This is an optimization exercise on Yosys and OpenROAD, whose aim is a short achievable clock period and few clock cycles, not a production implementation. Where RTL was checked, it was by simulation tests only, not by an equivalence proof against the original. Function not checked in runs 2 to 5: the RTL went through the layout flow alone. No activity file was given, so power comes from the tool's default toggle rates.

<file path="flow/flow/run.sh">
#!/bin/bash
# Standard layout with these changes: ports buffered with buf_4 instead of the
# smallest buffer; the resizer free to change a cell's footprint; adders left
# to ABC as plain logic instead of full/half-adder cells; and a few slow
# gates (majority, and the 3x2 AND-OR-invert that comes in one size) kept out of the
# combinational logic, on top of the platform's own don't-use list.
set -euo pipefail
PLATFORM_DONT_USE="sky130_fd_sc_hd__probe_p_8 sky130_fd_sc_hd__probec_p_8 sky130_fd_sc_hd__lpflow_bleeder_1 sky130_fd_sc_hd__lpflow_clkbufkapwr_1 sky130_fd_sc_hd__lpflow_clkbufkapwr_16 sky130_fd_sc_hd__lpflow_clkbufkapwr_2 sky130_fd_sc_hd__lpflow_clkbufkapwr_4 sky130_fd_sc_hd__lpflow_clkbufkapwr_8 sky130_fd_sc_hd__lpflow_clkinvkapwr_1 sky130_fd_sc_hd__lpflow_clkinvkapwr_16 sky130_fd_sc_hd__lpflow_clkinvkapwr_2 sky130_fd_sc_hd__lpflow_clkinvkapwr_4 sky130_fd_sc_hd__lpflow_clkinvkapwr_8 sky130_fd_sc_hd__lpflow_decapkapwr_12 sky130_fd_sc_hd__lpflow_decapkapwr_3 sky130_fd_sc_hd__lpflow_decapkapwr_4 sky130_fd_sc_hd__lpflow_decapkapwr_6 sky130_fd_sc_hd__lpflow_decapkapwr_8 sky130_fd_sc_hd__lpflow_inputiso0n_1 sky130_fd_sc_hd__lpflow_inputiso0p_1 sky130_fd_sc_hd__lpflow_inputiso1n_1 sky130_fd_sc_hd__lpflow_inputiso1p_1 sky130_fd_sc_hd__lpflow_inputisolatch_1 sky130_fd_sc_hd__lpflow_isobufsrc_1 sky130_fd_sc_hd__lpflow_isobufsrc_16 sky130_fd_sc_hd__lpflow_isobufsrc_2 sky130_fd_sc_hd__lpflow_isobufsrc_4 sky130_fd_sc_hd__lpflow_isobufsrc_8 sky130_fd_sc_hd__lpflow_isobufsrckapwr_16 sky130_fd_sc_hd__lpflow_lsbuf_lh_hl_isowell_tap_1 sky130_fd_sc_hd__lpflow_lsbuf_lh_hl_isowell_tap_2 sky130_fd_sc_hd__lpflow_lsbuf_lh_hl_isowell_tap_4 sky130_fd_sc_hd__lpflow_lsbuf_lh_isowell_4 sky130_fd_sc_hd__lpflow_lsbuf_lh_isowell_tap_1 sky130_fd_sc_hd__lpflow_lsbuf_lh_isowell_tap_2 sky130_fd_sc_hd__lpflow_lsbuf_lh_isowell_tap_4"
SLOW="sky130_fd_sc_hd__maj3_1 sky130_fd_sc_hd__maj3_2 sky130_fd_sc_hd__maj3_4 sky130_fd_sc_hd__a222oi_1"
bash standard.sh "BUFFER_PORTS_ARGS=-buffer_cell sky130_fd_sc_hd__buf_4" MATCH_CELL_FOOTPRINT=0 ADDER_MAP_FILE= \
    "DONT_USE_CELLS=$PLATFORM_DONT_USE $SLOW" finish > make_finish.log 2>&1
</file>
<file path="flow/standard.sh">
#!/bin/bash
# synth_recipe.tcl (not shown) runs the flow's synth.tcl, then flattens the netlist and writes it again
# the make line also repeats each setting of config.mk as NAME=value (left out here)
make -C /OpenROAD-flow-scripts/flow DESIGN_CONFIG=/design/flow/config.mk WORK_HOME=/design/flow/orfs CLKGATE_MAP_FILE= SYNTH_SCRIPT=/design/flow/synth_recipe.tcl "${@:-finish}"
</file>
<file path="flow/config.mk">
export PLATFORM = sky130hd
export DESIGN_NAME = lc3b_pipeline
export DESIGN_NICKNAME = lc3b_pipeline
export VERILOG_FILES = /design/flow/design.v
export SDC_FILE = /design/flow/constraint.sdc
export NUM_CORES = 4
export LEC_CHECK = 0
export ABC_CLOCK_PERIOD_IN_PS = 2000
export CAP_MARGIN = 20
export CORE_MARGIN = 2
export CORE_UTILIZATION = 40
export SETUP_SLACK_MARGIN = 2.5
export SLEW_MARGIN = 20
</file>
<file path="flow/constraint.sdc">
create_clock -name core_clock -period 4.5 [get_ports {clk}]
set_input_delay 0.9000 -clock core_clock [delete_from_list [all_inputs] [get_ports {clk}]]
set_output_delay 0.9000 -clock core_clock [all_outputs]
set_load 0.01 [all_outputs]
</file>
<file path="flow/design.v">
package lc3b_pkg;
    typedef logic [15:0] lc3b_word;
    typedef logic [2:0] lc3b_reg;
    typedef logic [1:0] lc3b_mem_wmask;
    typedef logic [2:0] lc3b_nzp;
    typedef enum logic [3:0] {
        op_br  = 4'b0000,
        op_add = 4'b0001,
        op_ldb = 4'b0010,
        op_stb = 4'b0011,
        op_and = 4'b0101,
        op_ldr = 4'b0110,
        op_str = 4'b0111,
        op_not = 4'b1001
    } lc3b_opcode;
    typedef enum logic [1:0] {
        alu_add,
        alu_and,
        alu_not,
        alu_pass
    } lc3b_aluop;
endpackage
module lc3b_pipeline
#(
    parameter logic [15:0] RESET_PC = 16'h0000
)
(
    input  logic        clk,
    input  logic        rst,
    output logic        imem_read,
    output logic [15:0] imem_address,
    input  logic        imem_resp,
    input  logic [15:0] imem_rdata,
    output logic        dmem_read,
    output logic        dmem_write,
    output logic [15:0] dmem_address,
    output logic [15:0] dmem_wdata,
    output logic [1:0]  dmem_byte_enable,
    input  logic        dmem_resp,
    input  logic [15:0] dmem_rdata
);
    function automatic logic [15:0] carries(input logic [15:0] a, input logic [15:0] b);
        logic [15:0] g, p;
        g = a & b;
        p = a | b;
        for (int d = 1; d < 16; d = d * 2)
        begin
            for (int i = 15; i >= d; i--)
            begin
                g[i] = g[i] | (p[i] & g[i-d]);
                p[i] = p[i] & p[i-d];
            end
        end
        carries = {g[14:0], 1'b0};
    endfunction
    function automatic logic [9:0] carries_ci9(input logic [8:0] a, input logic [8:0] b);
        logic [8:0] g, p;
        g = a & b;
        p = a | b;
        g[0] = g[0] | p[0];
        for (int d = 1; d < 9; d = d * 2)
        begin
            for (int i = 8; i >= d; i--)
            begin
                g[i] = g[i] | (p[i] & g[i-d]);
                p[i] = p[i] & p[i-d];
            end
        end
        carries_ci9 = {g, 1'b1};
    endfunction
    function automatic logic [5:0] inc6(input logic [5:0] x);
        logic c;
        c = 1'b1;
        for (int i = 0; i < 6; i++)
        begin
            inc6[i] = x[i] ^ c;
            c = c & x[i];
        end
    endfunction
    function automatic logic [5:0] dec6(input logic [5:0] x);
        logic b;
        b = 1'b1;
        for (int i = 0; i < 6; i++)
        begin
            dec6[i] = x[i] ^ b;
            b = b & ~x[i];
        end
    endfunction
    function automatic logic sum_zero(input logic [15:0] a, input logic [15:0] b);
        logic [15:0] t, c;
        t = a ^ b;
        c = {a[14:0] | b[14:0], 1'b0};
        sum_zero = ~|(t ^ c);
    endfunction
    function automatic logic [2:0] flags(input logic [15:0] v);
        flags = v[15] ? 3'b100 : (v == 16'h0000) ? 3'b010 : 3'b001;
    endfunction
    logic [15:0] pc_f;
    logic        ird;
    logic        d_v;
    logic [15:0] d_ir;
    logic [15:0] d_pc, d_pcn;
    logic [15:0] d_tgt;
    logic [8:0]  d_tlo;
    logic        d_c9, d_xr, d_cross;
    logic [5:0]  hi_inc, hi_dec;
    logic [15:0] d_imm;
    logic        d_add, d_and, d_not, d_ld, d_st, d_byte, d_br, d_wen, d_use1, d_use2, d_pred;
    logic        e_v;
    logic        e_add, e_and, e_not;
    logic [15:0] e_a, e_b, e_sd;
    logic        e_fsd;
    logic        e_wen, e_load, e_store, e_byte, e_br, e_pred;
    logic [2:0]  e_dest;
    logic [2:0]  e_nzp;
    logic [15:0] e_alt, e_pc;
    logic        m_wen, m_load, m_store, m_byte, m_z, m_p, m_rd, m_wr;
    logic        e_brt, e_brn, e_tk;
    logic        tk_old, tk_alu, tk_d;
    logic [2:0]  m_dest;
    logic [15:0] m_res;
    logic [15:0] m_addr, m_addr_sh;
    logic [15:0] m_wdata, m_wdata_sh, wd_e;
    logic [1:0]  m_be, m_be_sh, be_e;
    logic [7:0][15:0] rf;
    logic [2:0]  cc;
    logic        stall_m;
    logic [15:0] ld_data;
    logic [15:0] m_val;
    assign dmem_read        = m_rd;
    assign dmem_write       = m_wr;
    assign dmem_address     = m_addr;
    assign dmem_wdata       = m_wdata;
    assign dmem_byte_enable = m_be;
    assign stall_m = (m_load | m_store) & ~dmem_resp;
    assign ld_data = !m_byte ? dmem_rdata :
                     m_addr_sh[0] ? {8'h00, dmem_rdata[15:8]} : {8'h00, dmem_rdata[7:0]};
    assign m_val   = m_load ? ld_data : m_res;
    logic [15:0] op_a, op_b, cy, t, oth, x0, x1, alu, sd;
    logic        z_e;
    logic        e_redirect;
    assign op_a = e_a;
    assign op_b = e_b;
    assign cy   = carries(op_a, op_b);
    assign t    = op_a ^ op_b;
    assign oth  = e_and ? (op_a & op_b) : ~op_a;
    assign x0   = e_add ? t : oth;
    assign x1   = e_add ? ~t : oth;
    assign alu  = (cy & x1) | (~cy & x0);
    assign z_e  = (e_add & sum_zero(op_a, op_b)) | (e_and & ~|(op_a & op_b)) | (e_not & (&op_a));
    assign sd   = e_fsd ? ld_data : e_sd;
    assign e_redirect = e_tk ? e_brn : e_brt;
    logic [2:0]  s1, s2, s3, dd;
    logic [15:0] r1, r3, ra1, ra2, ra3, b_d;
    logic        d_redirect;
    logic        wl1, wl2, wl3, fa_d, fb_d, fsd_d;
    logic [15:0] a_d, b_dn;
    logic        lu_stall, d_go, d_free, d_lu, lu_f;
    assign s1 = d_ir[8:6];
    assign s2 = d_ir[2:0];
    assign s3 = d_ir[11:9];
    assign dd = d_ir[11:9];
    assign wl1 = m_load & (m_dest == s1);
    assign wl2 = m_load & (m_dest == s2);
    assign wl3 = m_load & (m_dest == s3);
    assign ra1 = (m_wen && m_dest == s1) ? m_res : rf[s1];
    assign ra2 = (m_wen && m_dest == s2) ? m_res : rf[s2];
    assign ra3 = (m_wen && m_dest == s3) ? m_res : rf[s3];
    assign r1  = wl1 ? ld_data : ra1;
    assign r3  = wl3 ? ld_data : ra3;
    assign b_d = (d_use2 & wl2) ? ld_data : d_use2 ? ra2 : d_imm;
    assign hi_inc = inc6(d_pc[15:10]);
    assign hi_dec = dec6(d_pc[15:10]);
    assign d_tgt  = {~d_xr ? d_pc[15:10] : d_c9 ? hi_inc : hi_dec, d_tlo, d_pc[0]};
    assign tk_old = ~m_wen ? |(d_ir[11:9] & cc) :
                    m_load ? |(d_ir[11:9] & flags(ld_data)) : |(d_ir[11:9] & {m_res[15], m_z, m_p});
    assign tk_alu = alu[15] ? d_ir[11] : z_e ? d_ir[10] : d_ir[9];
    assign tk_d   = e_wen ? tk_alu : tk_old;
    assign d_redirect = d_v & d_cross & ~e_redirect;
    assign fa_d   = e_wen & (e_dest == s1);
    assign fb_d   = d_use2 & e_wen & (e_dest == s2);
    assign fsd_d  = e_wen & (e_dest == s3);
    assign a_d    = fa_d ? alu : r1;
    assign b_dn   = fb_d ? alu : b_d;
    assign lu_stall = d_lu;
    assign d_go     = d_v & ~lu_stall;
    assign d_free   = ~d_v | d_go;
    logic [3:0]  f_op;
    logic [15:0] pcn_f, f_next;
    logic [8:0]  t_f;
    logic [9:0]  cy_f;
    logic        cross_f;
    logic [8:0]  lo0_f, lo1_f;
    logic [15:0] pc_alt, pc_replay;
    logic        pred_f, f_take0, f_take;
    assign imem_read    = ird;
    assign imem_address = pc_f;
    assign f_op         = imem_rdata[15:12];
    assign pcn_f        = pc_f + 16'd2;
    assign cy_f         = carries_ci9(pc_f[9:1], imem_rdata[8:0]);
    assign t_f          = pc_f[9:1] ^ imem_rdata[8:0];
    assign cross_f      = cy_f[9] ^ imem_rdata[8];
    assign lo0_f        = pred_f ? t_f : pcn_f[9:1];
    assign lo1_f        = pred_f ? ~t_f : pcn_f[9:1];
    assign f_next       = {pred_f ? pc_f[15:10] : pcn_f[15:10],
                           (cy_f[8:0] & lo1_f) | (~cy_f[8:0] & lo0_f), pc_f[0]};
    assign pc_alt       = d_redirect ? d_tgt : pc_f;
    assign pc_replay    = e_v ? e_pc : d_v ? d_pc : pc_f;
    assign pred_f       = (f_op == 4'b0000) & (imem_rdata[11:9] != 3'b000) &
                          (imem_rdata[8] | (imem_rdata[11:9] == 3'b111));
    assign f_take0      = imem_resp & d_free & ~d_redirect;
    assign f_take       = f_take0 & ~e_redirect;
    always_ff @(posedge clk)
    begin
        if (rst)
        begin
            pc_f <= RESET_PC;
            d_v  <= 1'b0;
        end
        else
        begin
            pc_f <= stall_m ? pc_replay : e_redirect ? e_alt : f_take0 ? f_next : pc_alt;
            if (stall_m)
                d_v <= 1'b0;
            else if (d_free | e_redirect)
                d_v <= f_take;
        end
    end
    always_ff @(posedge clk)
    begin
        ird <= ~rst;
    end
    assign lu_f = d_ld & ~stall_m & d_go & ~e_redirect &
                  ((((f_op == 4'b0001) | (f_op == 4'b0101) | (f_op == 4'b1001) | (f_op == 4'b0110) |
                     (f_op == 4'b0010) | (f_op == 4'b0111) | (f_op == 4'b0011)) & (imem_rdata[8:6] == dd)) |
                   (((f_op == 4'b0001) | (f_op == 4'b0101)) & ~imem_rdata[5] & (imem_rdata[2:0] == dd)) |
                   (f_op == 4'b0000));
    always_ff @(posedge clk)
    begin
        if (rst)
            d_lu <= 1'b0;
        else
            d_lu <= d_free & lu_f;
    end
    always_ff @(posedge clk)
    begin
        if (d_free)
        begin
            d_ir   <= imem_rdata;
            d_pc   <= pc_f;
            d_pcn  <= pcn_f;
            d_tlo  <= t_f ^ cy_f[8:0];
            d_c9   <= cy_f[9];
            d_xr   <= cross_f;
            d_cross <= pred_f & cross_f;
            d_pred <= pred_f;
            d_add  <= (f_op == 4'b0001) | (f_op == 4'b0110) | (f_op == 4'b0010) |
                      (f_op == 4'b0111) | (f_op == 4'b0011);
            d_and  <= (f_op == 4'b0101);
            d_not  <= (f_op == 4'b1001);
            d_ld   <= (f_op == 4'b0110) | (f_op == 4'b0010);
            d_st   <= (f_op == 4'b0111) | (f_op == 4'b0011);
            d_byte <= (f_op == 4'b0010) | (f_op == 4'b0011);
            d_br   <= (f_op == 4'b0000);
            d_wen  <= (f_op == 4'b0001) | (f_op == 4'b0101) | (f_op == 4'b1001) |
                      (f_op == 4'b0110) | (f_op == 4'b0010);
            d_use1 <= (f_op == 4'b0001) | (f_op == 4'b0101) | (f_op == 4'b1001) |
                      (f_op == 4'b0110) | (f_op == 4'b0010) | (f_op == 4'b0111) | (f_op == 4'b0011);
            d_use2 <= ((f_op == 4'b0001) | (f_op == 4'b0101)) & ~imem_rdata[5];
            if ((f_op == 4'b0001) | (f_op == 4'b0101))
                d_imm <= {{11{imem_rdata[4]}}, imem_rdata[4:0]};
            else if ((f_op == 4'b0110) | (f_op == 4'b0111))
                d_imm <= {{9{imem_rdata[5]}}, imem_rdata[5:0], 1'b0};
            else
                d_imm <= {{10{imem_rdata[5]}}, imem_rdata[5:0]};
        end
    end
    logic        e_new;
    assign e_new = ~stall_m & d_go & ~e_redirect;
    always_ff @(posedge clk)
    begin
        if (rst)
        begin
            e_v     <= 1'b0;
            e_wen   <= 1'b0;
            e_load  <= 1'b0;
            e_store <= 1'b0;
            e_br    <= 1'b0;
            e_brt   <= 1'b0;
            e_brn   <= 1'b0;
        end
        else
        begin
            e_v     <= e_new;
            e_wen   <= e_new & d_wen;
            e_load  <= e_new & d_ld;
            e_store <= e_new & d_st;
            e_br    <= e_new & d_br;
            e_brt   <= e_new & d_br & d_pred;
            e_brn   <= e_new & d_br & ~d_pred;
        end
    end
    always_ff @(posedge clk)
    begin
        e_add  <= d_add;
        e_and  <= d_and;
        e_not  <= d_not;
        e_a    <= a_d;
        e_b    <= b_dn;
        e_sd   <= fsd_d ? alu : r3;
        e_fsd  <= fsd_d & e_load;
        e_byte <= d_byte;
        e_dest <= dd;
        e_nzp  <= d_ir[11:9];
        e_pred <= d_pred;
        e_tk   <= tk_d;
        e_alt  <= d_pred ? d_pcn : d_tgt;
        e_pc   <= d_pc;
    end
    always_ff @(posedge clk)
    begin
        if (rst)
        begin
            m_wen   <= 1'b0;
            m_load  <= 1'b0;
            m_store <= 1'b0;
        end
        else if (!stall_m)
        begin
            m_wen   <= e_wen;
            m_load  <= e_load;
            m_store <= e_store;
        end
    end
    always_ff @(posedge clk)
    begin
        if (!stall_m)
        begin
            m_byte  <= e_byte;
            m_dest  <= e_dest;
            m_wdata_sh <= wd_e;
            m_be_sh    <= be_e;
        end
        if (!stall_m & (e_load | e_store))
            m_addr_sh <= alu;
    end
    assign wd_e = e_byte ? {sd[7:0], sd[7:0]} : sd;
    assign be_e = e_byte ? ((op_a[0] ^ op_b[0]) ? 2'b10 : 2'b01) : 2'b11;
    always_ff @(posedge clk)
    begin
        m_wdata <= ~stall_m ? wd_e : m_wdata_sh;
        m_be    <= ~stall_m ? be_e : m_be_sh;
        m_addr  <= (~stall_m & (e_load | e_store)) ? alu : m_addr_sh;
    end
    always_ff @(posedge clk)
    begin
        if (rst)
        begin
            m_rd <= 1'b0;
            m_wr <= 1'b0;
        end
        else
        begin
            m_rd <= stall_m ? m_load : e_load;
            m_wr <= stall_m ? m_store : e_store;
        end
    end
    always_ff @(posedge clk)
    begin
        m_res <= alu;
        m_z   <= z_e;
        m_p   <= ~alu[15] & ~z_e;
    end
    always_ff @(posedge clk)
    begin
        if (rst)
        begin
            for (int i = 0; i < 8; i++)
                rf[i] <= 16'h0000;
            cc <= 3'b000;
        end
        else if (m_wen)
        begin
            rf[m_dest] <= m_val;
            cc         <= m_load ? flags(ld_data) : {m_res[15], m_z, m_p};
        end
    end
endmodule
</file>
==> results.txt, run 1 <==
run status=no timing/DRC/antenna violations; area occupied by registers=~0.0090 mm^2; commonest cells after routing, fill and taps aside=307 x sky130_fd_sc_hd__nand2_1, 253 x sky130_fd_sc_hd__buf_4, 231 x sky130_fd_sc_hd__dfxtp_1, 135 x sky130_fd_sc_hd__nor2_1, 107 x sky130_fd_sc_hd__edfxtp_1; effective utilization at floorplan=0.405; worst stage delay on the critical path=about 400 ps; ratio of total power to cell area=323 mW/mm^2; maximum clock frequency=approximately 430 MHz; terminus of the critical flop-to-flop path=e_b[14]$_DFF_P_; Setup WS post-layout=~2200 ps; cell count after placement=roughly 2700; drt initial violations=2451; number of nets in the final layout=roughly 2400; overall power of the completed layout=8.80 mW; Hold Crit Endpoint=e_not$_DFF_P_; DRT Pass-1 Iters=7; Syn Nets=2118; first-pass GRT wire length=between 100 and 150 mm; aggregate global routing overflow=0; number of antenna violations at the first check in global routing=0; worst setup timing slack at the placement stage=between 1000 and 1500 ps; hold path cells=0; total die area=approximately 0.052 mm^2; Horiz. Die Dim=229 um; count of max-cap constraint violations=0; area share of xor/xnor cells in the synthesized design=0.0391; hold path startpoint=d_not$_DFFE_PN_; area fraction in compound gates after synthesis=0.176; Worst Setup End Kind=flip-flop; share of synthesized flip-flops with an asynchronous set or reset=0; post-synthesis share of cell area spent on full adders, half adders and majority gates=0; clock tree from TritonCTS=built; sum of negative setup slack=0 ps; met1 track utilization from global routing=0.362; startpoint kind of the worst setup timing path=flip-flop; total number of vias=around 18000; register bit total from synthesis=389; count of boundary I/O pins=89; die outline height=roughly 230 um; DRC=0; Via-to-Cell Ratio=~6.0; setup repair after global routing missed its margin=yes; launching point of the worst reg2reg path=e_a[5]$_DFF_P_; Avg Inst Size Synth=9.73 um^2; kind of critical path=reg2reg; sequential area share after synthesis=0.437; met2 GRT Util=0.405; Final Critical Period=roughly 2300 ps; latest clock arrival within the worst-skew pair=570 ps; Placer Congestion=between 0.9 and 1; # fillers=about 4200; critical-path maximum fanout=7; leakage power total=10.1 nW; standard-cell rows=82; Final Hold Fails=0; area used by multi-input combinational logic=about 0.012 mm^2; Arrival @ worst endpoint=~2800 ps; data required time of the worst path=roughly 5000 ps; via count of the first global-routing pass=17100; multiplexer share of the synthesized area=0.167; final number of setup-violating endpoints=0; most common cell after layout, fill and taps aside=sky130_fd_sc_hd__nand2_1; main combinational cell family by area after synthesis=compound AO/OA/AOI/OAI gates; final WL=approximately 73 mm; post-route ant nets=0; critical path, cell by cell=a31oi_1, or3_4, a31oi_4, a211o_4, mux2_4, nor2_4, o21ai_4, mux2_2; Top FF cell, synth=sky130_fd_sc_hd__dfxtp_1; Post-CTS Hold Fix Bufs=0; GRT Overall Usage=0.263; number of flops mapped to enable cells by yosys=about 110; Core ar.=roughly 0.050 mm^2; grt met3 use=0.0407; Inserted Clock Buffers=43; worst hold margin=~350 ps; Warnings, synthesis=1; buffer type at the clock tree root=sky130_fd_sc_hd__clkbuf_16; relative slew slack=0.322; drt wl/cell=approximately 24 um; worst clock skew=between 15 and 20 ps; slowest CP cell=sky130_fd_sc_hd__or3_4; count of H-tree levels built during CTS=2; largest voltage drop on the vdd net=approximately 0.29 mV; I/O Buffers=roughly 90; Worst Max-Slew Pin Slew=~1000 ps; class of the tightest hold or removal check=reg2reg; post-route clock period utilization=0.519; CTS Buffer Depth=3; register-to-register path setup slack=~2200 ps; number of library cell types mapped by synthesis=84; clock sink count=between 300 and 400; post-synthesis instance area=just over 0.02 mm^2; clock-pin slew on the worst setup and hold paths=approximately 60 ps; ratio of cells with drive above 1 in the final layout=0.367; global routing's busiest layer=met2; worst r2r path cells=8; # diodes=0; instance count of the mapped netlist=between 2000 and 2500; Layout area overhead=34.3%; non-filler cells in the finished layout=slightly above 3000; post-synthesis share of cell area spent on and, or, nand and nor gates=0.140; max-slew violation count=0; pin count of the biggest net entering global routing=between 70 and 80; sum of net half-perimeters after detailed placement=roughly 43 mm
==> layout make-up <==
cell class	count	area share
multi-input cells	1492	0.445
flip-flops and latches	389	0.331
repair buffers	375	0.136
clock buffers	60	0.0445
well taps	672	0.0309
clock inverters	19	0.00717
inverters	33	0.00506
==> cell families after synthesis <==
kind of cell,after synthesis
AND/OR/NAND/NOR,646
AO/OA/AOI/OAI,539
flip-flops,389
multiplexers,215
buffers and inverters,205
XOR/XNOR,88
==> per-layer routing <==
layer	part of all wire	routed length [um]
met4	0.054	3950
met5	0	0
met2	0.45	32900
met1	0.41	29700
met3	0.087	6370
==> sequential cells by signal (all words and copies together) (netlist names), 7 cells and up <==
| signal | cells |
|---|---|
| e_sd | 16 |
| d_tlo | 9 |
| m_addr | 16 |
| rf | 128 |
| d_pc | 15 |
| d_imm | 7 |
| e_b | 16 |
| d_pcn | 16 |
| m_addr_sh | 16 |
| e_alt | 16 |
| pc_f | 16 |
| d_ir | 9 |
| e_a | 16 |
| e_pc | 16 |
| m_wdata | 16 |
| m_res | 16 |
==> what timing repair did <==
| item | in CTS | in global routing |
|---|---|---|
| setup endpoints to repair | 284 | 200 |
| pin swaps | 67 | 73 |
| gates resized for setup | 376 | 167 |
| gates cloned | 18 | 4 |
| setup buffers | 127 | 103 |
==> stage by stage <==
stage,instance area [um^2],utilization
2_1_floorplan,20700,-
3_3_place_gp,21700,0.433
3_5_place_dp,21700,0.433
4_1_cts,25700,0.513
5_1_grt,27200,0.544
6_report,27200,0.544
==> worst max-delay path, delay by kind of cell, from the launching register on <==
kind | cells | cell delay (ps)
AOI/OAI and AO/OA | 4 | 710
muxes | 2 | 600
and+or+nand+nor | 2 | 500
DFF | 1 | 390
==> worst max path at each step <==
stage	from	endpoint	slack, ps	depth (start not counted)
3_3_place_gp	dmem_resp	pc_f[7]$_SDFFE_PP0P_	1320	9
4_1_cts	e_b[1]$_DFF_P_	e_sd[11]$_DFF_P_	2170	8
2_1_floorplan	imem_rdata[0]	pc_f[8]$_SDFFE_PP0P_	2050	9
6_report	e_a[5]$_DFF_P_	e_b[14]$_DFF_P_	2170	8
5_1_grt	e_a[4]$_DFF_P_	e_b[14]$_DFF_P_	2120	8
3_5_place_dp	dmem_resp	pc_f[7]$_SDFFE_PP0P_	1220	9
==> cell usage after synthesis (3+ instances only) <==
cell | number | area (um^2)
sky130_fd_sc_hd__a21oi_1 | 124 | 621
sky130_fd_sc_hd__xnor2_1 | 47 | 412
sky130_fd_sc_hd__o21ai_0 | 147 | 736
sky130_fd_sc_hd__nor4_1 | 9 | 56.3
sky130_fd_sc_hd__a221oi_1 | 4 | 35.0
sky130_fd_sc_hd__inv_1 | 32 | 120
sky130_fd_sc_hd__nand4_1 | 14 | 87.6
sky130_fd_sc_hd__buf_2 | 37 | 185
sky130_fd_sc_hd__buf_4 | 6 | 45.0
sky130_fd_sc_hd__nor3_1 | 17 | 85.1
sky130_fd_sc_hd__nand2b_1 | 16 | 100
sky130_fd_sc_hd__mux4_2 | 96 | 2160
sky130_fd_sc_hd__o22ai_1 | 4 | 25.0
sky130_fd_sc_hd__o211ai_1 | 77 | 578
sky130_fd_sc_hd__xor2_1 | 38 | 333
sky130_fd_sc_hd__nand2_1 | 321 | 1200
sky130_fd_sc_hd__and2_1 | 19 | 119
sky130_fd_sc_hd__buf_1 | 22 | 82.6
sky130_fd_sc_hd__dfxtp_1 | 282 | 5650
sky130_fd_sc_hd__edfxtp_1 | 107 | 3210
sky130_fd_sc_hd__mux2i_1 | 90 | 901
sky130_fd_sc_hd__a22oi_1 | 9 | 67.6
sky130_fd_sc_hd__a311oi_1 | 3 | 26.3
sky130_fd_sc_hd__clkbuf_1 | 107 | 402
sky130_fd_sc_hd__mux2_2 | 28 | 315
sky130_fd_sc_hd__nor2b_1 | 16 | 100
sky130_fd_sc_hd__a211oi_1 | 79 | 593
sky130_fd_sc_hd__o21a_1 | 8 | 60.1
sky130_fd_sc_hd__nor2_2 | 3 | 18.8
sky130_fd_sc_hd__or2_2 | 16 | 100
sky130_fd_sc_hd__o21ai_1 | 13 | 65.1
sky130_fd_sc_hd__a31oi_4 | 3 | 63.8
sky130_fd_sc_hd__o311ai_0 | 6 | 52.6
sky130_fd_sc_hd__or3_1 | 6 | 37.5
sky130_fd_sc_hd__a21o_1 | 3 | 22.5
sky130_fd_sc_hd__a31oi_1 | 11 | 68.8
sky130_fd_sc_hd__and3_1 | 6 | 37.5
sky130_fd_sc_hd__nor2_1 | 155 | 582
sky130_fd_sc_hd__o31ai_1 | 7 | 52.6
sky130_fd_sc_hd__nand3_1 | 33 | 165
==> where the power goes <==
group          switching (mW)  total (mW)  internal, mW
sequential              0.151        3.92          3.76
clock                    1.51        3.57          2.07
combinational           0.708        1.31         0.598
total                    2.37        8.80          6.43
Testbench counts, summed over its fixed seeds: cycles 72,892.
==> run 2: changes to the inputs <==
--- a/flow/design.v
+++ b/flow/design.v
@@ -110,5 +110,5 @@
     logic        e_add, e_and, e_not;
     logic [15:0] e_a, e_b, e_sd;
-    logic        e_fsd;
+    logic        e_fsd, e_fsm;
     logic        e_wen, e_load, e_store, e_byte, e_br, e_pred;
     logic [2:0]  e_dest;
@@ -137,5 +137,5 @@
                      m_addr_sh[0] ? {8'h00, dmem_rdata[15:8]} : {8'h00, dmem_rdata[7:0]};
     assign m_val   = m_load ? ld_data : m_res;
-    logic [15:0] op_a, op_b, cy, t, oth, x0, x1, alu, sd;
+    logic [15:0] op_a, op_b, cy, t, oth, x0, x1, alu, agu, sd;
     logic        z_e;
     logic        e_redirect;
@@ -148,6 +148,7 @@
     assign x1   = e_add ? ~t : oth;
     assign alu  = (cy & x1) | (~cy & x0);
+    assign agu  = t ^ cy;
     assign z_e  = (e_add & sum_zero(op_a, op_b)) | (e_and & ~|(op_a & op_b)) | (e_not & (&op_a));
-    assign sd   = e_fsd ? ld_data : e_sd;
+    assign sd   = e_fsm ? m_res : e_fsd ? ld_data : e_sd;
     assign e_redirect = e_tk ? e_brn : e_brt;
     logic [2:0]  s1, s2, s3, dd;
@@ -308,5 +309,6 @@
         e_a    <= a_d;
         e_b    <= b_dn;
-        e_sd   <= fsd_d ? alu : r3;
+        e_sd   <= r3;
+        e_fsm  <= fsd_d & ~e_load;
         e_fsd  <= fsd_d & e_load;
         e_byte <= d_byte;
@@ -343,5 +345,5 @@
         end
         if (!stall_m & (e_load | e_store))
-            m_addr_sh <= alu;
+            m_addr_sh <= agu;
     end
     assign wd_e = e_byte ? {sd[7:0], sd[7:0]} : sd;
@@ -351,5 +353,5 @@
         m_wdata <= ~stall_m ? wd_e : m_wdata_sh;
         m_be    <= ~stall_m ? be_e : m_be_sh;
-        m_addr  <= (~stall_m & (e_load | e_store)) ? alu : m_addr_sh;
+        m_addr  <= (~stall_m & (e_load | e_store)) ? agu : m_addr_sh;
     end
     always_ff @(posedge clk)
==> run 2 against run 1 <==
Clock skew rose by 10 ps. Still clean. Largest power group unchanged. Core utilization rose by 0.13 points. Clock-buffer cell count rose by 2. Worst setup slack got worse by 130 ps. Sequential share of layout area fell by 0.13 points.
==> results.txt, run 2 <==
aggregate global routing overflow=0; Worst Max-Slew Pin Slew=between 1000 and 1500 ps; sequential area share after synthesis=0.437; Warnings, synthesis=1; Avg Inst Size Synth=~9.6 um^2; # fillers=about 4300; post-route ant nets=0; register bit total from synthesis=390; first-pass GRT wire length=about 100 mm; drt initial violations=approximately 1600; Post-CTS Hold Fix Bufs=0; data required time of the worst path=4980 ps; Top FF cell, synth=sky130_fd_sc_hd__dfxtp_1; critical-path maximum fanout=5; Arrival @ worst endpoint=roughly 3000 ps; hold path cells=0; commonest cells after routing, fill and taps aside=300 x sky130_fd_sc_hd__nand2_1, 239 x sky130_fd_sc_hd__dfxtp_1, 235 x sky130_fd_sc_hd__buf_4, 160 x sky130_fd_sc_hd__nor2_1, 130 x sky130_fd_sc_hd__a21oi_1; drt wl/cell=about 22 um; number of stages on the worst setup path=12; via count of the first global-routing pass=16900; Layout area overhead=34.4%; Core ar.=0.0502 mm^2; I/O Buffers=88; worst setup timing slack at the placement stage=1300 ps; Worst Setup End Kind=flip-flop; number of library cell types mapped by synthesis=73; post-synthesis instance area=~0.020 mm^2; class of the tightest hold or removal check=reg2reg; post-route clock period utilization=0.547; count of boundary I/O pins=between 80 and 90; worst hold margin=344 ps; critical path, cell by cell=buf_12, a211oi_4, o21ai_4, o21ai_4, buf_6, a31oi_4, buf_6, o31ai_4, a21oi_2, nor3_2, mux2i_1, nand2_1; Setup WS post-layout=approximately 2000 ps; sum of net half-perimeters after detailed placement=about 40 mm; pin count of the biggest net entering global routing=roughly 130; Syn Nets=about 2200; Yosys top cell by area=sky130_fd_sc_hd__dfxtp_1; sum of negative setup slack=0 ps; die outline height=approximately 230 um; worst stage delay on the critical path=300 ps; kind of critical path=in2reg; final number of setup-violating endpoints=0; GRT Overall Usage=0.242; total number of vias=about 18000; Final Hold Fails=0; most common cell after layout, fill and taps aside=sky130_fd_sc_hd__nand2_1; number of nets in the final layout=roughly 2400; count of max-cap constraint violations=0; setup repair after global routing missed its margin=yes; cell with the most instances after synthesis=sky130_fd_sc_hd__nand2_1; clock-pin slew on the worst setup and hold paths=about 60 ps; standard-cell rows=82; clock tree from TritonCTS=built; share of synthesized flip-flops with an asynchronous set or reset=0; Top Family by Delay on Critical Path=compound AO/OA/AOI/OAI gates; Synth top cells by count=329 x sky130_fd_sc_hd__nand2_1, 283 x sky130_fd_sc_hd__dfxtp_1, 182 x sky130_fd_sc_hd__nor2_1, 151 x sky130_fd_sc_hd__a21oi_1, 135 x sky130_fd_sc_hd__o21ai_0; share of the synthesized area in the top cell type=0.279; maximum clock frequency=between 400 and 500 MHz; worst clock skew=25.5 ps; cell types occupying the most area after synthesis=sky130_fd_sc_hd__dfxtp_1 28%, sky130_fd_sc_hd__edfxtp_1 16%, sky130_fd_sc_hd__mux4_2 11%, sky130_fd_sc_hd__nand2_1 6.1%, sky130_fd_sc_hd__mux2i_1 5.4%; total die area=around 0.053 mm^2; count of H-tree levels built during CTS=2; Inserted Clock Buffers=43; overall power of the completed layout=roughly 8.9 mW; run status=no timing/DRC/antenna violations; instance count of the mapped netlist=2120; Bufs and invs on worst path=3; clock sink count=between 300 and 400; DRC=0; ratio of cells with drive above 1 in the final layout=0.362; leakage power total=about 10 nW; startpoint kind of the worst setup timing path=input port; Horiz. Die Dim=229 um; area occupied by registers=0.00902 mm^2; Via-to-Cell Ratio=5.84; Reg with most FFs=rf; flip-flop count of the largest register after layout=between 100 and 150; number of flops mapped to enable cells by yosys=around 110; effective utilization at floorplan=0.405; DRT Pass-1 Iters=6; Placer Congestion=0.925; relative slew slack=0.308; final WL=a little under 70 mm; slowest CP cell=sky130_fd_sc_hd__a211oi_4; ratio of total power to cell area=between 300 and 400 mW/mm^2; area used by multi-input combinational logic=about 0.012 mm^2; largest voltage drop on the vdd net=between 0.2 and 0.25 mV; buffer type at the clock tree root=sky130_fd_sc_hd__clkbuf_16; Final Critical Period=between 2000 and 2500 ps; number of antenna violations at the first check in global routing=1; max-slew violation count=0; CTS Buffer Depth=3; latest clock arrival within the worst-skew pair=just under 600 ps; worst r2r path cells=11
-- run 2: cell count changes in the layout (fill, tap and decap cells not counted), sizes merged, moves of 19 or more --
cell	previous run	this run
o211ai	79	51
o21ai	161	142
nor2	159	184
mux2i	90	109
buf	363	344
a21oi	124	151
-- run 2: final cells by class --
class / count / area share
multi-input cells: 1521 / 0.451
flip-flops and latches: 390 / 0.330
repair buffers: 356 / 0.129
clock buffers: 62 / 0.0468
well taps: 672 / 0.0308
clock inverters: 18 / 0.00650
inverters: 36 / 0.00536
repair inverters: 1 / 0.000183
diodes: 1 / 0.0000915
-- run 2: worst reg2reg max path, cell delays in order (launching register included) --
cell                       delay (ps)
sky130_fd_sc_hd__dfxtp_4          380
sky130_fd_sc_hd__a211oi_4         290
sky130_fd_sc_hd__o21ai_4          140
sky130_fd_sc_hd__o21ai_4          250
sky130_fd_sc_hd__buf_6            140
sky130_fd_sc_hd__a31oi_4          140
sky130_fd_sc_hd__buf_6            170
sky130_fd_sc_hd__o31ai_4          220
sky130_fd_sc_hd__a21oi_2           90
sky130_fd_sc_hd__nor3_2           200
sky130_fd_sc_hd__mux2i_1          220
sky130_fd_sc_hd__nand2_1           60
-- run 2: per-stage QoR --
stage / util / area [um^2] / cells
floorplan: - / 20900 / 2120
global placement: 0.434 / 21800 / 2733
finish: 0.545 / 27300 / 3057
global route: 0.545 / 27300 / 3056
detailed placement: 0.434 / 21800 / 2733
CTS: 0.514 / 25800 / 2969
-- run 2: cell families after synthesis --
logic type / synth area share
AOI/OAI and AO/OA: 0.157
xor gates and xnor gates: 0.0413
buffers and inverters: 0.0431
DFF: 0.437
muxes: 0.181
and+or+nand+nor: 0.141
-- run 2: metal layers --
| layer | track usage | up-vias | wire [um] |
|---|---|---|---|
| met1 | 0.313 | 8727 | 27600 |
| met3 | 0.0454 | 168 | 5170 |
| met4 | 0.101 | 2 | 3060 |
| met5 | 0 | - | 16 |
| li1 | - | 8138 | - |
| met2 | 0.397 | 805 | 32500 |
-- run 2: path summary, 6_finish.rpt --
kind / startpoint / to / slack [ps]
worst min-delay path: d_and$_DFFE_PN_ / e_and$_DFF_P_ / 340
worst min register to register: d_and$_DFFE_PN_ / e_and$_DFF_P_ / 340
worst max-delay path: imem_rdata[1] / pc_f[8]$_SDFFE_PP0P_ / 2040
worst max register to register: pc_f[2]$_SDFFE_PP0P_ / pc_f[8]$_SDFFE_PP0P_ / 2090
-- run 2: where the power goes --
part           total, mW  leakage (nW)  switching, mW  internal, mW
Clock               3.67         0.726           1.51          2.16
Sequential          3.95          3.53          0.163          3.78
Combinational       1.31          6.01          0.691         0.616
-- run 2: timing repair --
| item | 4_1_cts | 5_1_grt |
|---|---|---|
| resized for setup | 335 | 201 |
| gates cloned | 15 | 6 |
| endpoints found under the setup margin | 264 | 186 |
| pin swaps | 70 | 92 |
| buffers inserted | 141 | 81 |
==> run 3: changes to the inputs <==
--- a/flow/design.v
+++ b/flow/design.v
@@ -110,5 +110,5 @@
     logic        e_add, e_and, e_not;
     logic [15:0] e_a, e_b, e_sd;
-    logic        e_fsd, e_fsm;
+    logic        e_fsd;
     logic        e_wen, e_load, e_store, e_byte, e_br, e_pred;
     logic [2:0]  e_dest;
@@ -116,6 +116,5 @@
     logic [15:0] e_alt, e_pc;
     logic        m_wen, m_load, m_store, m_byte, m_z, m_p, m_rd, m_wr;
-    logic        e_brt, e_brn, e_tk;
-    logic        tk_old, tk_alu, tk_d;
+    logic        e_brt, e_brn;
     logic [2:0]  m_dest;
     logic [15:0] m_res;
@@ -137,7 +136,8 @@
                      m_addr_sh[0] ? {8'h00, dmem_rdata[15:8]} : {8'h00, dmem_rdata[7:0]};
     assign m_val   = m_load ? ld_data : m_res;
-    logic [15:0] op_a, op_b, cy, t, oth, x0, x1, alu, agu, sd;
+    logic [15:0] op_a, op_b, cy, t, oth, x0, x1, alu, sd;
     logic        z_e;
-    logic        e_redirect;
+    logic        e_redirect, taken_e;
+    logic [2:0]  cc_e;
     assign op_a = e_a;
     assign op_b = e_b;
@@ -148,8 +148,9 @@
     assign x1   = e_add ? ~t : oth;
     assign alu  = (cy & x1) | (~cy & x0);
-    assign agu  = t ^ cy;
     assign z_e  = (e_add & sum_zero(op_a, op_b)) | (e_and & ~|(op_a & op_b)) | (e_not & (&op_a));
-    assign sd   = e_fsm ? m_res : e_fsd ? ld_data : e_sd;
-    assign e_redirect = e_tk ? e_brn : e_brt;
+    assign sd   = e_fsd ? ld_data : e_sd;
+    assign cc_e       = m_wen ? {m_res[15], m_z, m_p} : cc;
+    assign taken_e    = |(e_nzp & cc_e);
+    assign e_redirect = taken_e ? e_brn : e_brt;
     logic [2:0]  s1, s2, s3, dd;
     logic [15:0] r1, r3, ra1, ra2, ra3, b_d;
@@ -174,8 +175,4 @@
     assign hi_dec = dec6(d_pc[15:10]);
     assign d_tgt  = {~d_xr ? d_pc[15:10] : d_c9 ? hi_inc : hi_dec, d_tlo, d_pc[0]};
-    assign tk_old = ~m_wen ? |(d_ir[11:9] & cc) :
-                    m_load ? |(d_ir[11:9] & flags(ld_data)) : |(d_ir[11:9] & {m_res[15], m_z, m_p});
-    assign tk_alu = alu[15] ? d_ir[11] : z_e ? d_ir[10] : d_ir[9];
-    assign tk_d   = e_wen ? tk_alu : tk_old;
     assign d_redirect = d_v & d_cross & ~e_redirect;
     assign fa_d   = e_wen & (e_dest == s1);
@@ -309,6 +306,5 @@
         e_a    <= a_d;
         e_b    <= b_dn;
-        e_sd   <= r3;
-        e_fsm  <= fsd_d & ~e_load;
+        e_sd   <= fsd_d ? alu : r3;
         e_fsd  <= fsd_d & e_load;
         e_byte <= d_byte;
@@ -316,5 +312,4 @@
         e_nzp  <= d_ir[11:9];
         e_pred <= d_pred;
-        e_tk   <= tk_d;
         e_alt  <= d_pred ? d_pcn : d_tgt;
         e_pc   <= d_pc;
@@ -345,5 +340,5 @@
         end
         if (!stall_m & (e_load | e_store))
-            m_addr_sh <= agu;
+            m_addr_sh <= alu;
     end
     assign wd_e = e_byte ? {sd[7:0], sd[7:0]} : sd;
@@ -353,5 +348,5 @@
         m_wdata <= ~stall_m ? wd_e : m_wdata_sh;
         m_be    <= ~stall_m ? be_e : m_be_sh;
-        m_addr  <= (~stall_m & (e_load | e_store)) ? agu : m_addr_sh;
+        m_addr  <= (~stall_m & (e_load | e_store)) ? alu : m_addr_sh;
     end
     always_ff @(posedge clk)
==> run 3 against run 2 <==
Combinational power hardly changed. Fmax is 3.8% higher. Non-clock buffer count is 15 higher. Clock-buffer cell count is 5 lower. Final area is 0.42% higher. Synthesized cell count hardly changed. Register-to-register slack better by 40 ps. Die area is 0.75% higher.
==> results.txt, run 3 <==
post-synthesis instance area=about 0.02 mm^2; Reg with most FFs=rf; # diodes=0; clock tree from TritonCTS=built; final number of setup-violating endpoints=0; startpoint kind of the worst setup timing path=flip-flop; Yosys top cell by area=sky130_fd_sc_hd__dfxtp_1; Inserted Clock Buffers=43; non-filler cells in the finished layout=3073; Horiz. Die Dim=between 200 and 250 um; Final Hold Fails=0; final WL=between 70 and 80 mm; ratio of total power to cell area=320 mW/mm^2; setup repair after global routing missed its margin=yes; buffer type at the clock tree root=sky130_fd_sc_hd__clkbuf_16; overall power of the completed layout=a little under 9 mW; drt initial violations=slightly above 2000; CTS Buffer Depth=3; area occupied by registers=~0.009 mm^2; class of the tightest hold or removal check=reg2reg; number of flops mapped to enable cells by yosys=~110; count of max-cap constraint violations=0; Worst Max-Slew Pin Slew=~990 ps; relative slew slack=0.340; Final Critical Period=between 2000 and 2500 ps; sum of net half-perimeters after detailed placement=43.2 mm; share of the synthesized area in the top cell type=0.275; Warnings, synthesis=1; ratio of cells with drive above 1 in the final layout=0.348; run status=no timing/DRC/antenna violations; DRC=0; sum of negative setup slack=0 ps; Arrival @ worst endpoint=2830 ps; Avg Inst Size Synth=9.67 um^2; post-route ant nets=0; area used by multi-input combinational logic=about 0.012 mm^2; I/O Buffers=88; post-route clock period utilization=0.527; Core ar.=between 0.05 and 0.06 mm^2; Worst Setup End Kind=flip-flop; critical-path maximum fanout=4; maximum clock frequency=~420 MHz; number of antenna violations at the first check in global routing=0; Synth top cells by count=306 x sky130_fd_sc_hd__nand2_1, 281 x sky130_fd_sc_hd__dfxtp_1, 177 x sky130_fd_sc_hd__nor2_1, 152 x sky130_fd_sc_hd__o21ai_0, 123 x sky130_fd_sc_hd__a21oi_1; pin count of the biggest net entering global routing=76; cell types occupying the most area after synthesis=sky130_fd_sc_hd__dfxtp_1 27%, sky130_fd_sc_hd__edfxtp_1 16%, sky130_fd_sc_hd__mux4_2 11%, sky130_fd_sc_hd__nand2_1 5.6%, sky130_fd_sc_hd__mux2i_1 5.3%; die outline height=roughly 230 um; count of H-tree levels built during CTS=2; max-slew violation count=0; cell with the most instances after synthesis=sky130_fd_sc_hd__nand2_1; register bit total from synthesis=between 300 and 400; Top FF cell, synth=sky130_fd_sc_hd__dfxtp_1; sequential area share after synthesis=0.431; DRT Pass-1 Iters=6; clock sink count=just under 400; total number of vias=18700; Placer Congestion=about 0.93; count of boundary I/O pins=89; leakage power total=approximately 10 nW; total die area=around 0.053 mm^2; Post-CTS Hold Fix Bufs=0; share of synthesized flip-flops with an asynchronous set or reset=0; aggregate global routing overflow=0; Via-to-Cell Ratio=between 6 and 7; Layout area overhead=34.0%; instance count of the mapped netlist=between 2000 and 2500; largest voltage drop on the vdd net=about 0.36 mV; data required time of the worst path=roughly 5000 ps; flip-flop count of the largest register after layout=approximately 130; GRT Overall Usage=0.270; commonest cells after routing, fill and taps aside=298 x sky130_fd_sc_hd__nand2_1, 230 x sky130_fd_sc_hd__dfxtp_1, 224 x sky130_fd_sc_hd__buf_4, 158 x sky130_fd_sc_hd__nor2_1, 107 x sky130_fd_sc_hd__edfxtp_1; kind of critical path=reg2reg; effective utilization at floorplan=0.407; via count of the first global-routing pass=18000; Syn Nets=between 2000 and 2500; first-pass GRT wire length=110 mm; most common cell after layout, fill and taps aside=sky130_fd_sc_hd__nand2_1; standard-cell rows=82; # fillers=between 4000 and 5000; number of library cell types mapped by synthesis=between 80 and 90; drt wl/cell=24.1 um; latest clock arrival within the worst-skew pair=about 600 ps; worst clock skew=34.0 ps; cell count after placement=about 2700; number of nets in the final layout=~2400; clock-pin slew on the worst setup and hold paths=60 ps
-- run 3: metal layers --
metal	track usage	part of all wire	up-vias
met3	0.0567	0.094	258
met2	0.427	0.46	1014
met1	0.348	0.39	9116
met5	0	0	-
li1	-	-	8291
met4	0.138	0.059	0
-- run 3: power breakdown --
group,internal [mW],switching (mW),total (mW)
registers,3.75,0.148,3.90
clock network,2.07,1.53,3.60
logic,0.586,0.702,1.29
-- run 3: kinds of logic (layout without fill, tap and decap cells) --
logic type                count (synthesis)  count (layout)  share of synthesized area
AOI/OAI and AO/OA                       536             536                      0.169
muxes                                   230             230                      0.173
and+or+nand+nor                         661             666                      0.143
DFF                                     388             388                      0.431
xor gates and xnor gates                 91              91                     0.0389
buffers and inverters                   213             490                     0.0450
-- run 3: final cells by class --
| cell class | count | area share |
|---|---|---|
| Inverter | 39 | 0.00597 |
| Tap cell | 672 | 0.0306 |
| Sequential cell | 388 | 0.327 |
| Clock buffer | 57 | 0.0437 |
| Multi-Input combinational cell | 1523 | 0.445 |
| Timing Repair Buffer | 371 | 0.139 |
| Clock inverter | 23 | 0.00830 |
-- run 3: stage by stage --
stage               utilization  setup WS [ps]  instance area [um^2]  hold WS [ps]
floorplan                     -           1830                 20800           323
finish                    0.545           2130                 27500           342
CTS                       0.522           2100                 26300           344
detailed placement        0.432           1130                 21800           328
global route              0.545           2060                 27500           354
global placement          0.432           1170                 21800           325
-- run 3: timing repair --
action                     CTS  global route
pin swaps                   91            76
cloned                      22             3
gates resized for setup    382           157
setup endpoints to repair  311           212
setup buffers              172            47
-- run 3: worst max-delay path, cell delays in order, from the launching register on --
cell                       delay, ps
sky130_fd_sc_hd__dfxtp_4         360
sky130_fd_sc_hd__a22oi_2         230
sky130_fd_sc_hd__buf_4           160
sky130_fd_sc_hd__a41oi_4         160
sky130_fd_sc_hd__a211oi_4        340
sky130_fd_sc_hd__buf_6           160
sky130_fd_sc_hd__buf_6           100
sky130_fd_sc_hd__a211oi_2         40
sky130_fd_sc_hd__or3_4           350
sky130_fd_sc_hd__nand3_4         170
sky130_fd_sc_hd__buf_12          130
sky130_fd_sc_hd__o21ai_2          50
-- run 3: worst paths after layout --
check	startpoint	endpoint	slack, ps	depth (start not counted)
max	e_b[3]$_DFF_P_	e_a[14]$_DFF_P_	2130	11
min	d_add$_DFFE_PN_	e_add$_DFF_P_	340	0
max reg2reg	e_b[3]$_DFF_P_	e_a[14]$_DFF_P_	2130	11
min reg2reg	d_add$_DFFE_PN_	e_add$_DFF_P_	340	0
==> run 4: changes to the inputs <==
--- a/flow/design.v
+++ b/flow/design.v
@@ -97,4 +97,6 @@
     endfunction
     logic [15:0] pc_f;
+    logic [15:2] pc_hi;
+    logic [1:0]  pc_lo;
     logic        ird;
     logic        d_v;
@@ -116,5 +118,6 @@
     logic [15:0] e_alt, e_pc;
     logic        m_wen, m_load, m_store, m_byte, m_z, m_p, m_rd, m_wr;
-    logic        e_brt, e_brn;
+    logic        e_brt, e_brn, e_tk;
+    logic        tk_old, tk_alu, tk_d;
     logic [2:0]  m_dest;
     logic [15:0] m_res;
@@ -138,6 +141,5 @@
     logic [15:0] op_a, op_b, cy, t, oth, x0, x1, alu, sd;
     logic        z_e;
-    logic        e_redirect, taken_e;
-    logic [2:0]  cc_e;
+    logic        e_redirect;
     assign op_a = e_a;
     assign op_b = e_b;
@@ -150,7 +152,5 @@
     assign z_e  = (e_add & sum_zero(op_a, op_b)) | (e_and & ~|(op_a & op_b)) | (e_not & (&op_a));
     assign sd   = e_fsd ? ld_data : e_sd;
-    assign cc_e       = m_wen ? {m_res[15], m_z, m_p} : cc;
-    assign taken_e    = |(e_nzp & cc_e);
-    assign e_redirect = taken_e ? e_brn : e_brt;
+    assign e_redirect = e_tk ? e_brn : e_brt;
     logic [2:0]  s1, s2, s3, dd;
     logic [15:0] r1, r3, ra1, ra2, ra3, b_d;
@@ -175,4 +175,8 @@
     assign hi_dec = dec6(d_pc[15:10]);
     assign d_tgt  = {~d_xr ? d_pc[15:10] : d_c9 ? hi_inc : hi_dec, d_tlo, d_pc[0]};
+    assign tk_old = ~m_wen ? |(d_ir[11:9] & cc) :
+                    m_load ? |(d_ir[11:9] & flags(ld_data)) : |(d_ir[11:9] & {m_res[15], m_z, m_p});
+    assign tk_alu = alu[15] ? d_ir[11] : z_e ? d_ir[10] : d_ir[9];
+    assign tk_d   = e_wen ? tk_alu : tk_old;
     assign d_redirect = d_v & d_cross & ~e_redirect;
     assign fa_d   = e_wen & (e_dest == s1);
@@ -190,6 +194,8 @@
     logic        cross_f;
     logic [8:0]  lo0_f, lo1_f;
+    logic [15:0] pcq0, pcq1, pc_n;
     logic [15:0] pc_alt, pc_replay;
     logic        pred_f, f_take0, f_take;
+    assign pc_f         = {pc_hi, pc_lo};
     assign imem_read    = ird;
     assign imem_address = pc_f;
@@ -203,4 +209,9 @@
     assign f_next       = {pred_f ? pc_f[15:10] : pcn_f[15:10],
                            (cy_f[8:0] & lo1_f) | (~cy_f[8:0] & lo0_f), pc_f[0]};
+    assign pcq0 = stall_m ? pc_replay : e_redirect ? e_alt :
+                  f_take0 ? {f_next[15:10], lo0_f, f_next[0]} : pc_alt;
+    assign pcq1 = stall_m ? pc_replay : e_redirect ? e_alt :
+                  f_take0 ? {f_next[15:10], lo1_f, f_next[0]} : pc_alt;
+    assign pc_n = {pcq0[15:10], (cy_f[8:1] & pcq1[9:2]) | (~cy_f[8:1] & pcq0[9:2]), pcq1[1], pcq0[0]};
     assign pc_alt       = d_redirect ? d_tgt : pc_f;
     assign pc_replay    = e_v ? e_pc : d_v ? d_pc : pc_f;
@@ -213,10 +224,10 @@
         if (rst)
         begin
-            pc_f <= RESET_PC;
-            d_v  <= 1'b0;
+            pc_hi <= RESET_PC[15:2];
+            d_v   <= 1'b0;
         end
         else
         begin
-            pc_f <= stall_m ? pc_replay : e_redirect ? e_alt : f_take0 ? f_next : pc_alt;
+            pc_hi <= pc_n[15:2];
             if (stall_m)
                 d_v <= 1'b0;
@@ -227,4 +238,11 @@
     always_ff @(posedge clk)
     begin
+        if (rst)
+            pc_lo <= RESET_PC[1:0];
+        else
+            pc_lo <= pc_n[1:0];
+    end
+    always_ff @(posedge clk)
+    begin
         ird <= ~rst;
     end
@@ -312,4 +330,5 @@
         e_nzp  <= d_ir[11:9];
         e_pred <= d_pred;
+        e_tk   <= tk_d;
         e_alt  <= d_pred ? d_pcn : d_tgt;
         e_pc   <= d_pc;
==> run 4 against run 3 <==
Fmax is 12% lower. Non-clock buffer count is 67 lower. Sequential share of layout area is 1.4 points higher. Core utilization is 1.0 points lower. Highest routed layer unchanged. Critical path type unchanged. Routed wire length is 8.0% lower. Clock-buffer cell count is 5 higher. Final cell count is 3.7% lower. Total power is 2.0% lower. Combinational power is about 20% lower. Global-route usage is 1.8 points lower. Sequential power is 2% lower.
==> results.txt, run 4 <==
run status=no timing/DRC/antenna violations; Reg with most FFs=rf; cell types occupying the most area after synthesis=sky130_fd_sc_hd__dfxtp_1 28%, sky130_fd_sc_hd__edfxtp_1 16%, sky130_fd_sc_hd__mux4_2 11%, sky130_fd_sc_hd__nand2_1 6.0%, sky130_fd_sc_hd__mux2i_1 4.7%; post-synthesis share of cell area spent on and, or, nand and nor gates=0.142; standard-cell rows=81; Inserted Clock Buffers=43; sum of net half-perimeters after detailed placement=around 42 mm; cell with the most instances after synthesis=sky130_fd_sc_hd__nand2_1; area fraction in compound gates after synthesis=0.162; non-filler cells in the finished layout=2959; overall power of the completed layout=8.61 mW; ratio of cells with drive above 1 in the final layout=0.333; worst setup timing slack at the placement stage=approximately 1300 ps; terminus of the critical flop-to-flop path=e_tk$_DFF_P_; number of nets in the final layout=2296; main combinational cell family by area after synthesis=multiplexers; launching point of the worst reg2reg path=e_a[3]$_DFF_P_; sequential area share after synthesis=0.444; worst hold margin=340 ps; number of flops mapped to enable cells by yosys=approximately 110; total number of vias=roughly 17000; relative slew slack=0.328; hold path cells=0; Layout area overhead=31.6%; Hold Crit Endpoint=e_and$_DFF_P_; startpoint kind of the worst setup timing path=flip-flop; Warnings, synthesis=1; post-synthesis share of cell area spent on full adders, half adders and majority gates=0; DRC=0; Syn Nets=roughly 2100; # fillers=4202; sum of negative setup slack=0 ps; die outline height=approximately 230 um; post-synthesis instance area=between 0.015 and 0.02 mm^2; Worst Max-Slew Pin Slew=1010 ps; Placer Congestion=roughly 0.9; number of library cell types mapped by synthesis=70; drt wl/cell=approximately 23 um; via count of the first global-routing pass=about 16000; Yosys top cell by area=sky130_fd_sc_hd__dfxtp_1; leakage power total=just under 10 nW; clock-pin slew on the worst setup and hold paths=roughly 60 ps; first-pass GRT wire length=98.4 mm; max-slew violation count=0; most common cell after layout, fill and taps aside=sky130_fd_sc_hd__nand2_1; clock sink count=a little under 400; maximum clock frequency=373 MHz; I/O Buffers=88; final number of setup-violating endpoints=0; share of synthesized flip-flops with an asynchronous set or reset=0; area occupied by registers=approximately 0.0090 mm^2; Top FF cell, synth=sky130_fd_sc_hd__dfxtp_1; count of boundary I/O pins=roughly 90; register bit total from synthesis=~400; Worst Setup End Kind=flip-flop; # diodes=0; worst clock skew=roughly 27 ps; Setup WS post-layout=~1800 ps; post-route ant nets=0; Post-CTS Hold Fix Bufs=0; Final Critical Period=between 2000 and 3000 ps; commonest cells after routing, fill and taps aside=294 x sky130_fd_sc_hd__nand2_1, 249 x sky130_fd_sc_hd__dfxtp_1, 202 x sky130_fd_sc_hd__buf_4, 161 x sky130_fd_sc_hd__nor2_1, 122 x sky130_fd_sc_hd__a21oi_1; effective utilization at floorplan=0.406; Layout Utilization=0.535; kind of critical path=reg2reg; latest clock arrival within the worst-skew pair=590 ps; cell area after layout=between 0.02 and 0.03 mm^2; cell count after placement=2692; Avg Inst Size Synth=9.56 um^2; Via-to-Cell Ratio=between 5 and 6; buffer type at the clock tree root=sky130_fd_sc_hd__clkbuf_16; post-route clock period utilization=0.596; Final Hold Fails=0; count of H-tree levels built during CTS=2; ratio of total power to cell area=328 mW/mm^2; register-to-register path setup slack=1820 ps; worst r2r path cells=11; clock tree from TritonCTS=built; critical-path maximum fanout=6; count of max-cap constraint violations=0; flip-flop count of the largest register after layout=~130; final WL=between 60 and 70 mm; pin count of the biggest net entering global routing=between 100 and 150; Post-DP Area=approximately 0.021 mm^2; setup repair after global routing missed its margin=yes; Synth top cells by count=317 x sky130_fd_sc_hd__nand2_1, 282 x sky130_fd_sc_hd__dfxtp_1, 183 x sky130_fd_sc_hd__nor2_1, 147 x sky130_fd_sc_hd__a21oi_1, 143 x sky130_fd_sc_hd__o21ai_0; class of the tightest hold or removal check=reg2reg; GRT Overall Usage=0.252; largest voltage drop on the vdd net=around 0.23 mV; aggregate global routing overflow=0; number of antenna violations at the first check in global routing=0; multiplexer share of the synthesized area=0.171; hold path startpoint=d_and$_DFFE_PN_; drt initial violations=approximately 2300; DRT Pass-1 Iters=8; data required time of the worst path=4950 ps; instance count of the mapped netlist=2086; Arrival @ worst endpoint=between 3000 and 4000 ps; area used by multi-input combinational logic=approximately 0.012 mm^2; Core ar.=slightly below 0.05 mm^2; share of the synthesized area in the top cell type=0.283; area share of xor/xnor cells in the synthesized design=0.0409; Horiz. Die Dim=around 230 um; total die area=around 0.052 mm^2; CTS Buffer Depth=3
run 4: changes by cell type in the layout (fill, tap and decap cells not counted), sizes merged, moves of 8 or more:
cell / delta
buf: -57
a21oi: +23
mux2i: -15
o211ai: -13
inv: -11
a221oi: +10
nand2: +10
a31oi: -9
nand2b: +9
or2: +9
and2: -8
run 4: critical path, stage by stage, from the launching register on:
cell	delay, ps
sky130_fd_sc_hd__dfxtp_1	480
sky130_fd_sc_hd__nand2_2	200
sky130_fd_sc_hd__a211o_1	380
sky130_fd_sc_hd__a22oi_2	210
sky130_fd_sc_hd__buf_4	160
sky130_fd_sc_hd__o21ai_4	60
sky130_fd_sc_hd__a22o_1	260
sky130_fd_sc_hd__a21o_1	190
sky130_fd_sc_hd__a31oi_4	200
sky130_fd_sc_hd__buf_12	150
sky130_fd_sc_hd__mux2i_1	190
sky130_fd_sc_hd__a21oi_1	90
run 4: power by group:
part	switching [mW]	internal (mW)	total, mW
sequential	0.123	3.71	3.83
clock	1.48	2.28	3.76
combinational	0.571	0.454	1.03
run 4: final cells by class:
class,instances,share of cell area
Multi-Input combinational cell,1493,0.451
Sequential cell,389,0.341
Timing Repair Buffer,304,0.114
Clock buffer,62,0.0476
Tap cell,664,0.0317
Clock inverter,18,0.00968
Inverter,29,0.00501
run 4: cells by family (layout without fill, tap and decap cells):
group,after synthesis,count (layout)
flip-flops,389,389
buffers and inverters,210,413
XOR/XNOR,93,93
multiplexers,217,217
AND/OR/NAND/NOR,662,668
AO/OA/AOI/OAI,515,515
run 4: per-layer routing:
metal / vias up / global-route usage / share of wire
met5: - / 0 / 0
met4: 0 / 0.0972 / 0.034
met3: 142 / 0.0489 / 0.089
met2: 906 / 0.392 / 0.46
met1: 8501 / 0.346 / 0.42
li1: 7926 / - / -
run 4: worst max-delay path by stage:
stage | start | end | slack (ps)
after global placement | m_byte$_DFFE_PN_ | e_tk$_DFF_P_ | 1280
after floorplan | imem_rdata[0] | d_cross$_DFFE_PN_ | 1700
after global routing | e_a[3]$_DFF_P_ | m_addr_sh[14]$_DFFE_PP_ | 1750
final | e_a[3]$_DFF_P_ | e_tk$_DFF_P_ | 1820
after CTS | e_a[1]$_DFF_P_ | m_addr_sh[14]$_DFFE_PP_ | 1810
after detailed placement | m_byte$_DFFE_PN_ | e_tk$_DFF_P_ | 1280
run 4: what timing repair did:
action                     CTS  global route
gates resized for setup    248           220
cloned                       7             6
pin swaps                   52            70
hold endpoints to repair     0             0
buffers inserted            98            76
setup endpoints to repair  335           205
==> run 5: changes to the inputs <==
--- a/flow/design.v
+++ b/flow/design.v
@@ -98,5 +98,5 @@
     logic [15:0] pc_f;
     logic [15:2] pc_hi;
-    logic [1:0]  pc_lo;
+    logic        pc_1, pc1_en;
     logic        ird;
     logic        d_v;
@@ -197,5 +197,5 @@
     logic [15:0] pc_alt, pc_replay;
     logic        pred_f, f_take0, f_take;
-    assign pc_f         = {pc_hi, pc_lo};
+    assign pc_f         = {pc_hi, pc_1, RESET_PC[0]};
     assign imem_read    = ird;
     assign imem_address = pc_f;
@@ -236,10 +236,12 @@
         end
     end
+    assign pc1_en = stall_m ? (e_v | d_v) : (e_redirect | f_take0 | d_redirect);
     always_ff @(posedge clk)
     begin
         if (rst)
-            pc_lo <= RESET_PC[1:0];
-        else
-            pc_lo <= pc_n[1:0];
+            pc_1 <= RESET_PC[1];
+        else if (pc1_en)
+            pc_1 <= stall_m ? (e_v ? e_pc[1] : d_pc[1]) : e_redirect ? e_alt[1] :
+                    f_take0 ? f_next[1] : d_tgt[1];
     end
     always_ff @(posedge clk)
==> run 5 against run 4 <==
Combinational power shrank 4%. Flip-flop and latch count shrank 4. Non-clock buffer count grew 13. Die area shrank 0.69%. Routed wire length shrank 3.4%. Clock power shrank 3%. Worst hold slack gained 1.8 ps. Core utilization shrank 0.21 points. First-iteration DRC count shrank 15%. Clock skew shrank 6.2 ps. Area after synthesis shrank 0.70%. Highest routed layer is now met5.
==> results.txt, run 5 <==
Setup WS post-layout=about 1700 ps; Final Critical Period=between 2000 and 3000 ps; Top Family by Delay on Critical Path=compound AO/OA/AOI/OAI gates; clock-pin slew on the worst setup and hold paths=~60 ps; overall power of the completed layout=approximately 8.4 mW; count of max-cap constraint violations=0; sequential area share after synthesis=0.443; leakage power total=around 9.8 nW; final WL=around 66 mm; total die area=0.0513 mm^2; Synth top cells by count=320 x sky130_fd_sc_hd__nand2_1, 279 x sky130_fd_sc_hd__dfxtp_1, 177 x sky130_fd_sc_hd__nor2_1, 153 x sky130_fd_sc_hd__a21oi_1, 142 x sky130_fd_sc_hd__o21ai_0; Core ar.=0.0488 mm^2; startpoint kind of the worst setup timing path=flip-flop; latest clock arrival within the worst-skew pair=roughly 570 ps; sum of net half-perimeters after detailed placement=39.8 mm; ratio of cells with drive above 1 in the final layout=0.331; I/O Buffers=between 80 and 90; Yosys top cell by area=sky130_fd_sc_hd__dfxtp_1; worst r2r path cells=10; total number of vias=17200; flip-flop count of the largest register after layout=between 100 and 150; share of the synthesized area in the top cell type=0.282; instance count of the mapped netlist=about 2000; register-to-register path setup slack=around 1700 ps; count of boundary I/O pins=89; Warnings, synthesis=1; critical-path maximum fanout=3; launching point of the worst reg2reg path=e_a[2]$_DFF_P_; # fillers=roughly 4200; Horiz. Die Dim=226 um; worst clock skew=20.3 ps; Arrival @ worst endpoint=between 3000 and 4000 ps; post-synthesis instance area=0.0198 mm^2; clock sink count=approximately 390; drt wl/cell=22.4 um; buffer type at the clock tree root=sky130_fd_sc_hd__clkbuf_16; number of flops mapped to enable cells by yosys=approximately 110; effective utilization at floorplan=0.405; Bufs and invs on worst path=1; worst hold margin=approximately 340 ps; Layout Utilization=0.533; Worst Setup End Kind=flip-flop; Hold Crit Endpoint=e_not$_DFF_P_; Post-CTS Hold Fix Bufs=0; final number of setup-violating endpoints=0; # diodes=0; critical path, cell by cell=and2_4, a221o_1, o311ai_4, a31oi_4, o31ai_4, buf_4, a22o_1, nand3_4, mux2_4, a311o_1; largest voltage drop on the vdd net=between 0.2 and 0.25 mV; Reg with most FFs=rf; Worst Max-Slew Pin Slew=just over 900 ps; slowest CP cell=sky130_fd_sc_hd__o311ai_4; die outline height=~230 um; drt initial violations=1961; GRT Overall Usage=0.245; first-pass GRT wire length=a little under 100 mm; CTS Buffer Depth=3; setup repair after global routing missed its margin=yes; run status=no timing/DRC/antenna violations; most common cell after layout, fill and taps aside=sky130_fd_sc_hd__nand2_1; sum of negative setup slack=0 ps; terminus of the critical flop-to-flop path=e_tk$_DFF_P_; Inserted Clock Buffers=43; share of synthesized flip-flops with an asynchronous set or reset=0; post-route ant nets=0; Via-to-Cell Ratio=approximately 5.8; clock tree from TritonCTS=built; hold path startpoint=d_not$_DFFE_PN_; post-route clock period utilization=0.620; number of library cell types mapped by synthesis=69; via count of the first global-routing pass=about 16000; cell with the most instances after synthesis=sky130_fd_sc_hd__nand2_1
-- run 5: how the worst max path moves through the flow --
stage                        start                   to  slack (ps)  cells after the start
finish              e_a[2]$_DFF_P_         e_tk$_DFF_P_        1710                     10
floorplan            imem_rdata[0]  pc_hi[8]$_SDFF_PP0_        1810                     11
CTS                 e_b[0]$_DFF_P_         e_tk$_DFF_P_        1840                      9
detailed placement   dmem_rdata[2]         e_tk$_DFF_P_        1260                     10
global placement     dmem_rdata[2]         e_tk$_DFF_P_        1270                     10
global route        e_a[4]$_DFF_P_      e_b[13]$_DFF_P_        1620                     11
-- run 5: layer usage --
layer | vias up | global-route usage | wire [um]
met5 | - | 0 | 13
met4 | 2 | 0.0976 | 2830
met3 | 180 | 0.0407 | 4230
met2 | 711 | 0.400 | 31100
met1 | 8512 | 0.326 | 27800
li1 | 7829 | - | -
-- run 5: where the power goes --
part	total, mW	internal [mW]	leakage, nW	switching, mW
Sequential	3.77	3.67	3.48	0.104
Clock	3.64	2.19	0.718	1.45
Combinational	0.993	0.440	5.59	0.553
-- run 5: area by class of cell --
type	instances	area, um^2	area share
multi-input cells	1472	11600	0.444
flip-flops and latches	385	8880	0.341
repair buffers	317	3140	0.121
clock buffers	63	1270	0.0489
well taps	664	831	0.0319
clock inverters	16	186	0.00716
inverters	33	146	0.00562
-- run 5: cells by family (layout without fill, tap and decap cells) --
family | Yosys count | after routing | synth area share
and+or+nand+nor | 637 | 639 | 0.136
buffers and inverters | 204 | 429 | 0.0401
xor gates and xnor gates | 98 | 98 | 0.0434
muxes | 230 | 230 | 0.179
DFF | 385 | 385 | 0.443
AOI/OAI and AO/OA | 504 | 504 | 0.158
other | 1 | 1 | 0.000189
-- run 5: timing repair --
item | 4_1_cts | 5_1_grt
buffers inserted | 113 | 65
endpoints found under the setup margin | 269 | 210
gates cloned | 5 | 11
resized for setup | 259 | 183
pin swaps | 52 | 58
-- run 5: through the flow --
stage,cells,cell area [um^2]
6_report,2950,26000
5_1_grt,2950,26000
4_1_cts,2874,24500
3_5_place_dp,2677,21100
3_3_place_gp,2677,21100
2_1_floorplan,2059,20100

Check on run 5: ideal ports give 1.710 ns setup slack; a clkbuf_16 on the clock port and buf_2 on the inputs give 1.710 ns; moving port delays by the midpoint clock arrival (0.615 ns) as well gives 1.549 ns.
